Background: an optimization exercise with open tools, aiming at small area and few clock cycles per item. Do not read the settings as production practice.
Only simulation tests tie the RTL to the original design; equivalence was not proved.

## unsigned_fractional_divider
module unsigned_fractional_divider (
	input  wire logic                            clk,
	input  wire logic                            arst_n,
	input  wire logic                            in_valid,
	output logic                                 in_ready,
	input  wire logic [ufd_pkg::FIELD_WIDTH-1:0] in_dividend,
	input  wire logic [ufd_pkg::FIELD_WIDTH-1:0] in_divisor,
	output logic                                 out_valid,
	input  wire logic                            out_ready,
	output logic [ufd_pkg::QUOT_WIDTH-1:0]       out_quotient
);
	localparam int unsigned B  = ufd_pkg::BITS_PER_CLK;
	localparam int unsigned K  = B / 2;             
	localparam int unsigned RW = ufd_pkg::RW;
	logic [3:0]    cnt_q;      
	logic          done_q;     
	logic [RW-1:0] ws_q;
	logic [RW-1:0] wc_q;
	logic [30:0]   d_q;        
	logic [B:0]    nb_q;       
	logic [63:0]   q_q;        
	logic [B-1:0]  pp_q;       
	logic [B-1:0]  pn_q;       
	logic          busy;
	logic          load;
	assign busy      = (cnt_q != 4'd0);
	assign in_ready  = ~busy & (~done_q | out_ready);
	assign load      = in_valid & in_ready;
	assign out_valid = done_q;
	logic        bz;
	logic [4:0]  s;
	logic [31:0] x16, x8, x4, x2, x1;
	logic [2:0]  p;            
	logic [3:0]  cnt_init;
	logic [31+B-1:0] y;        
	always_comb begin
		bz   = (in_divisor == 32'd0);
		s[4] = (in_divisor[31:16] == 16'd0);
		x16  = s[4] ? {in_divisor[15:0], 16'd0} : in_divisor;
		s[3] = (x16[31:24] == 8'd0);
		x8   = s[3] ? {x16[23:0], 8'd0} : x16;
		s[2] = (x8[31:28] == 4'd0);
		x4   = s[2] ? {x8[27:0], 4'd0} : x8;
		s[1] = (x4[31:30] == 2'd0);
		x2   = s[1] ? {x4[29:0], 2'd0} : x4;
		s[0] = ~x2[31];
		x1   = s[0] ? {x2[30:0], 1'b0} : x2;
		p        = '0;
		cnt_init = '0;
		for (int k = 0; k < 32; k++) begin
			if (s == 5'(k)) begin
				p        = 3'((B - ((34 + k) % B)) % B);
				cnt_init = 4'((34 + k + (B - ((34 + k) % B)) % B) / B);
			end
		end
		y        = {in_dividend, {(B-1){1'b0}}} >> p;
	end
	logic [RW-1:0] ws_s [K+1];
	logic [RW-1:0] wc_s [K+1];
	logic [B-1:0]  dp;         
	logic [B-1:0]  dn;         
	assign ws_s[0] = ws_q;
	assign wc_s[0] = wc_q;
	for (genvar i = 0; i < K; i++) begin : g_step
		ufd_stage u_step (
			.ws_i (ws_s[i]),
			.wc_i (wc_s[i]),
			.n_i  (nb_q[B-2*i -: 2]),
			.d    ({1'b1, d_q}),
			.ws_o (ws_s[i+1]),
			.wc_o (wc_s[i+1]),
			.qp   (dp[B-1-2*i -: 2]),
  ...
make LEC_CHECK=0 ABC_AREA=1 CAP_MARGIN=20 CORE_MARGIN=2 CORE_UTILIZATION=40 SLEW_MARGIN=20 finish   # period 10.0 ns
run.sh (not shown) runs the stock make flow with config.mk's settings and CLKGATE_MAP_FILE= SYNTH_SCRIPT=/design/flow/synth_recipe.tcl, a recipe that flattens the netlist after the stock synthesis.
Testbench counts at the start, summed over its fixed seeds: cycles 62,287, items 8,000.
==> next run, changes <==
- CAP_MARGIN: 20 -> 5
- CORE_UTILIZATION: 40 -> 50
- CTS_BUF_LIST: default -> sky130_fd_sc_hd__clkbuf_8
- SLEW_MARGIN: 20 -> 5
Outcome: Sequential share of layout area rose by 0.34 points; cell count fell by a few percent.

* * *

the baseline:
unsigned_fractional_divider, a different RTL version from the one above (not shown whole).
For scale: ~2500 cells after synthesis, ~180 flip-flops, about 0.017 mm2 of cells after synthesis.
clock: 10.0 ns
lec_check: 0
abc_area: 1
cap_margin: 20
core_margin: 2
core_utilization: 40
cts_buf_list: sky130_fd_sc_hd__clkbuf_8 sky130_fd_sc_hd__clkbuf_16
slew_margin: 20
standard.sh (not shown) runs the stock make flow with config.mk's settings and CLKGATE_MAP_FILE= SYNTH_SCRIPT=/design/flow/synth_recipe.tcl, a recipe that flattens the netlist after the stock synthesis.
==> flow/flow/run.sh <==
#!/bin/bash
# Standard layout, with the port buffers made from the smallest buffer cell.
set -o pipefail
export BUFFER_PORTS_ARGS="-buffer_cell sky130_fd_sc_hd__buf_1"
bash standard.sh finish > standard.log 2>&1
Testbench counts of the baseline, summed over its fixed seeds: cycles 60,775, items 8,000.
### the baseline -> the candidate
- removing CTS_BUF_LIST (formerly sky130_fd_sc_hd__clkbuf_8 sky130_fd_sc_hd__clkbuf_16)
- setting CTS_CLUSTER_DIAMETER to 80 for the first time
- setting CTS_CLUSTER_SIZE to 40 for the first time
==> summary.txt <==
In summary, the candidate completed successfully, with a layout that passed the timing, DRC and antenna checks. The candidate against the baseline: count of clock buffers in the final design now larger; detailed-route vias per instance has remained practically unchanged; total wire length about even; layout overhead on the synthesized area barely changed. Between the baseline and the candidate, the difference in final cycle utilization of the critical path is negligible. [compare] base=the baseline new=the candidate: number of flops mapped to enable cells by yosys ~0 delta; worst setup slack essentially unchanged. Between the baseline and the candidate, the worst hold slack does not differ in any meaningful way.

* * *

Starting RTL as in the previous note.
==> flow/config.mk <==
export PLATFORM = sky130hd
export DESIGN_NAME = unsigned_fractional_divider
export DESIGN_NICKNAME = unsigned_fractional_divider
export VERILOG_FILES = /design/flow/design.v
export SDC_FILE = /design/flow/constraint.sdc
export NUM_CORES = 4
export LEC_CHECK = 0
export ABC_AREA = 1
export CAP_MARGIN = 20
export CORE_MARGIN = 2
export CORE_UTILIZATION = 40
export CTS_CLUSTER_SIZE = 30
export SLEW_MARGIN = 20
==> flow/constraint.sdc <==
create_clock -name core_clock -period 10.0 [get_ports {clk}]
set_input_delay 2.0000 -clock core_clock [delete_from_list [all_inputs] [get_ports {clk}]]
set_output_delay 2.0000 -clock core_clock [all_outputs]
set_load 0.01 [all_outputs]
Scripts as last shown in full above: flow/flow/run.sh
The baseline finished clean.
Testbench counts at the start, summed over its fixed seeds: cycles 60,775, items 8,000.
Next try:
--- a/flow/config.mk
+++ b/flow/config.mk
@@ -10,4 +10,3 @@
 export CORE_MARGIN = 2
 export CORE_UTILIZATION = 40
-export CTS_CLUSTER_SIZE = 30
 export SLEW_MARGIN = 20
Via count stays the same.
Synthesized cell count is unchanged.
Cell count does not change.
Sequential share of layout area is unchanged.
Sequential cell count does not change.

==> static timing again, ports no longer ideal <==
The results above use ideal ports. As a check the final layouts listed here were re-extracted and re-timed, cells and wires unchanged.
Step 1 sets driving cells, clkbuf_16 on the clock port and buf_2 on the other inputs (assumed; they add their load-dependent delay and slew).
Step 2 adds t to the input delays and takes it off the output delays; t is the mean of the earliest and latest rising clock arrival at the registers after step 1. Input paths then give back, and output paths get back, about the clock's delay inside the block.
Slacks: no drivers / after step 1 / after step 2; pairs: no drivers / after step 1.
run | t, ns | setup WS [ns] | worst setup path at the end | cell pins on the clock port's net
the first run of note 1 | 0.522 | 0.389 / 0.389 / 0.389 | register to register | 1
the second run of note 1 | 0.571 | 0.287 / 0.287 / 0.287 | register to register | 1
the baseline | 0.502 | 0.514 / 0.514 / 0.514 | register to register | 1
the candidate | 0.502 | 0.514 / 0.514 / 0.514 | register to register | 1
the first run of note 3 | 0.502 | 0.514 / 0.514 / 0.514 | register to register | 1
the second run of note 3 | 0.502 | 0.514 / 0.514 / 0.514 | register to register | 1
After both steps setup and hold are still met in every run listed.
